Source: an optimization exercise on an open RTL-to-GDS flow (aim: small area, a short achievable clock period and few clock cycles per item). Production flows keep margins and buffers that such runs may drop. The RTL was checked by simulation tests, not by an equivalence proof against the original design. Power figures rest on the tool's default switching activity, not on a simulated workload.

==> inputs of job 6303 <==
Design dxt1_dxt5_block_decoder_core, start of the top module:
module dxt1_dxt5_block_decoder_core #(
    parameter int MAX_DIMENSION = 4096
) (
    input  logic         i_clk,
    input  logic         i_rst_n,
    input  logic         i_cfg_valid,
    output logic         o_cfg_ready,
    input  logic [1:0]   i_cfg_index,
    input  logic [12:0]  i_cfg_data,
    input  logic         s_axis_tvalid,
    output logic         s_axis_tready,
    input  logic [127:0] s_axis_tdata,    
    output logic         m_axis_tvalid,
    input  logic         m_axis_tready,
    output logic [55:0]  m_axis_tdata,    
    output logic         m_axis_tlast,
    output logic [0:0]   m_axis_tuser     
);
export LEC_CHECK = 0
export ABC_AREA = 1
export CAP_MARGIN = 10
export CORE_MARGIN = 2
export CORE_UTILIZATION = 40
export CTS_CLUSTER_DIAMETER = 80
export CTS_CLUSTER_SIZE = 20
export SLEW_MARGIN = 10
export SETUP_SLACK_MARGIN = 5.8
export BUFFER_PORTS_ARGS = -buffer_cell sky130_fd_sc_hd__buf_1
create_clock -name core_clock -period 9.0 [get_ports {i_clk}]
standard.sh (not shown) runs the stock make flow with config.mk's settings and CLKGATE_MAP_FILE= SYNTH_SCRIPT=/design/flow/synth_recipe.tcl, a recipe that flattens the netlist after the stock synthesis.
==> flow/flow/run.sh <==
#!/bin/bash
set -o pipefail
cat >> config.mk <<'CFG'
export SETUP_SLACK_MARGIN = 5.8
export BUFFER_PORTS_ARGS = -buffer_cell sky130_fd_sc_hd__buf_1
CFG
bash standard.sh > standard_run.log 2>&1
==> job 2677 (differences from job 6303) <==
--- a/flow/design.v
+++ b/flow/design.v
@@ -56,10 +56,17 @@
         end
     endfunction
     function automatic logic [1:0] sxy(input logic [1:0] c);
         sxy = {c[0] ^ c[1], c[0]};
     endfunction
+    function automatic logic [4:0] booth(input logic [2:0] j);
+        booth[4] = j[2] & j[1];
+        booth[3] = j[2] ^ j[1];
+        booth[2] = j[1] & !j[0];
+        booth[1] = j[0];
+        booth[0] = j[1];
+    endfunction
     function automatic logic [23:0] expand565(input logic [15:0] v);
         expand565 = {v[4:0], v[4:2], v[10:5], v[10:9], v[15:11], v[15:13]};
     endfunction
     function automatic logic [7:0] div3(input logic [9:0] n);
         logic [1:0] r;
@@ -217,11 +224,11 @@
     logic [1:0]   r_nci;           
     logic [2:0]   r_nai;           
     logic         r_cv;
     logic [29:0]  r_cn;            
     logic         r_cfour;
-    logic [2:0]   r_cj;            
+    logic [4:0]   r_cb;            
     logic [1:0]   r_cam;           
     logic         r_pseven;
     logic [7:0]   r_pa0;           
     logic [5:0]   r_pq;
     logic [5:0]   r_pf;            
@@ -419,11 +426,11 @@
     assign w_qr = divmod57(r_bad, r_bseven);
     always_ff @(posedge i_clk) begin
         if (w_sel) begin
             r_cn    <= w_n;
             r_cfour <= w_four;
-            r_cj    <= w_j;
+            r_cb    <= booth(w_j);
             r_cam   <= w_am;
             if (r_k == 4'd0) begin
                 r_pseven <= r_bseven;
                 r_pa0    <= r_bseven ? ~r_lo[7:0] : r_lo[7:0];
                 r_pq     <= w_qr[8:3];
@@ -440,24 +447,16 @@
         for (int ch = 0; ch < 3; ch++) begin
             w_rgb[ch*8 +: 8] = r_cfour ? div3(r_cn[ch*10 +: 10]) : r_cn[ch*10+1 +: 8];
         end
         w_qq = {r_pq, r_pf};
         w_a  = {r_pa0, {6{r_pseven}}};
-        case (r_cj[2:1])
-            2'b00:   w_p2 = 14'd0;
-            2'b11:   w_p2 = 14'({w_qq, 3'b000});
-            default: w_p2 = 14'({w_qq, 2'b00});
-        endcase
-        case (r_cj[1:0])
-            2'b00:   w_p0 = 14'd0;
-            2'b01:   w_p0 = 14'(w_qq);
-            2'b10:   w_p0 = ~(14'({w_qq, 1'b0}));
-            default: w_p0 = ~(14'(w_qq));
-        endcase
+        w_p2 = (r_cb[4] ? 14'({w_qq, 3'b000}) : 14'd0) | (r_cb[3] ? 14'({w_qq, 2'b00}) : 14'd0);
+        w_p0 = ((r_cb[2] ? 14'({w_qq, 1'b0}) : 14'd0) | (r_cb[1] ? 14'(w_qq) : 14'd0))
+             ^ {14{r_cb[0]}};
         w_s1  = w_a ^ w_p0 ^ w_p2;
         w_y1  = {(w_a & w_p0) | (w_a & w_p2) | (w_p0 & w_p2), 1'b0};
-        w_z15 = {w_s1, 1'b1} + {w_y1[13:0], r_cj[1]};
+        w_z15 = {w_s1, 1'b1} + {w_y1[13:0], r_cb[0]};
         w_z   = w_z15[14:7];
         case (r_cam)
             AM_ZERO: w_alpha = 8'd0;
             AM_FULL: w_alpha = 8'd255;
             default: w_alpha = r_pseven ? ~w_z : w_z;
- CAP_MARGIN: 10 -> 20
- SLEW_MARGIN: 10 -> 20
==> flow_summary.yaml <==
run_status:
  run_status: "finished clean"
timing:
  worst_hold_slack_ns: 0.478
  maxSlewHeadroom_pct: 32.3
critical_path:
  cp_max_fo: 5
  path_class: "in2reg"
logic_synthesis:
  post_synth_xor_area_fraction_pct: 3.04
  synth.top_cells.by_count: "nand2_1 (569), inv_1 (391), o21ai_0 (296)"
power:
  power_density_nw_per_um2: 249
  net_switching_power_mw: 2.85
layout:
  utilization_pct: 47.1
  multi_input_comb_area_um2: 12600
  layout.buffer.nonclock.area_share_pct: 4.95
  fin_area_um2: 27200
placement:
  post-place-cells: 3759
  place_area_um2: 24900
-- figures above: job 2677

==> flow_summary.yaml <==
logic_synthesis:
  synth.top_cells.by_count: "nand2_1 (564), inv_1 (408), o21ai_0 (298)"
  post_synth_xor_area_fraction_pct: 2.32
layout:
  layout.buffer.nonclock.area_share_pct: 5.78
  fin_area_um2: 27300
  utilization_pct: 47.2
timing:
  rsz_0062_raised_after_global_routing: "yes"
  worst_hold_slack_ns: 0.486
run_status:
  run_status: "finished clean"
placement:
  post-place-cells: 3792
  place_area_um2: 25000
critical_path:
  path_class: "reg2reg"
  cp_max_fo: 8
power:
  net_switching_power_mw: 2.71
-- figures above: job 6303

Testbench counts of job 6303, summed over its fixed seeds: cycles 17,440, items 16,384.
Testbench counts of job 2677, summed over its fixed seeds: cycles 17,440, items 16,384.

## afterwards: timing with drivers on the ports
In the flow no input, the clock included, has a driving cell. The finished layouts below were timed again as built, in two steps.
Step 1 sets driving cells, clkbuf_16 on the clock port and buf_2 on the other inputs (assumed; they add their load-dependent delay and slew).
Step 2, shift: input delay + t, output delay - t, t = (earliest + latest rising clock arrival at the registers) / 2. This alone moves slack from input paths to output paths.
a / b / c = ideal / step 1 / step 2; a / b = the first two.
| run | t, ns | setup slack, ns | clock arrival spread, ns | pins driven straight from the clock port |
|---|---|---|---|---|
| job 6303 | 0.617 | 5.679 / 5.679 / 5.110 | 0.025 / 0.025 | 1 |
| job 2677 | 0.656 | 5.819 / 5.799 / 5.155 | 0.040 / 0.040 | 1 |
After both steps every run listed still meets setup and hold. For job 2677, which loses most, drivers alone change the setup slack by -0.020 ns; drivers and shift together by -0.664 ns.
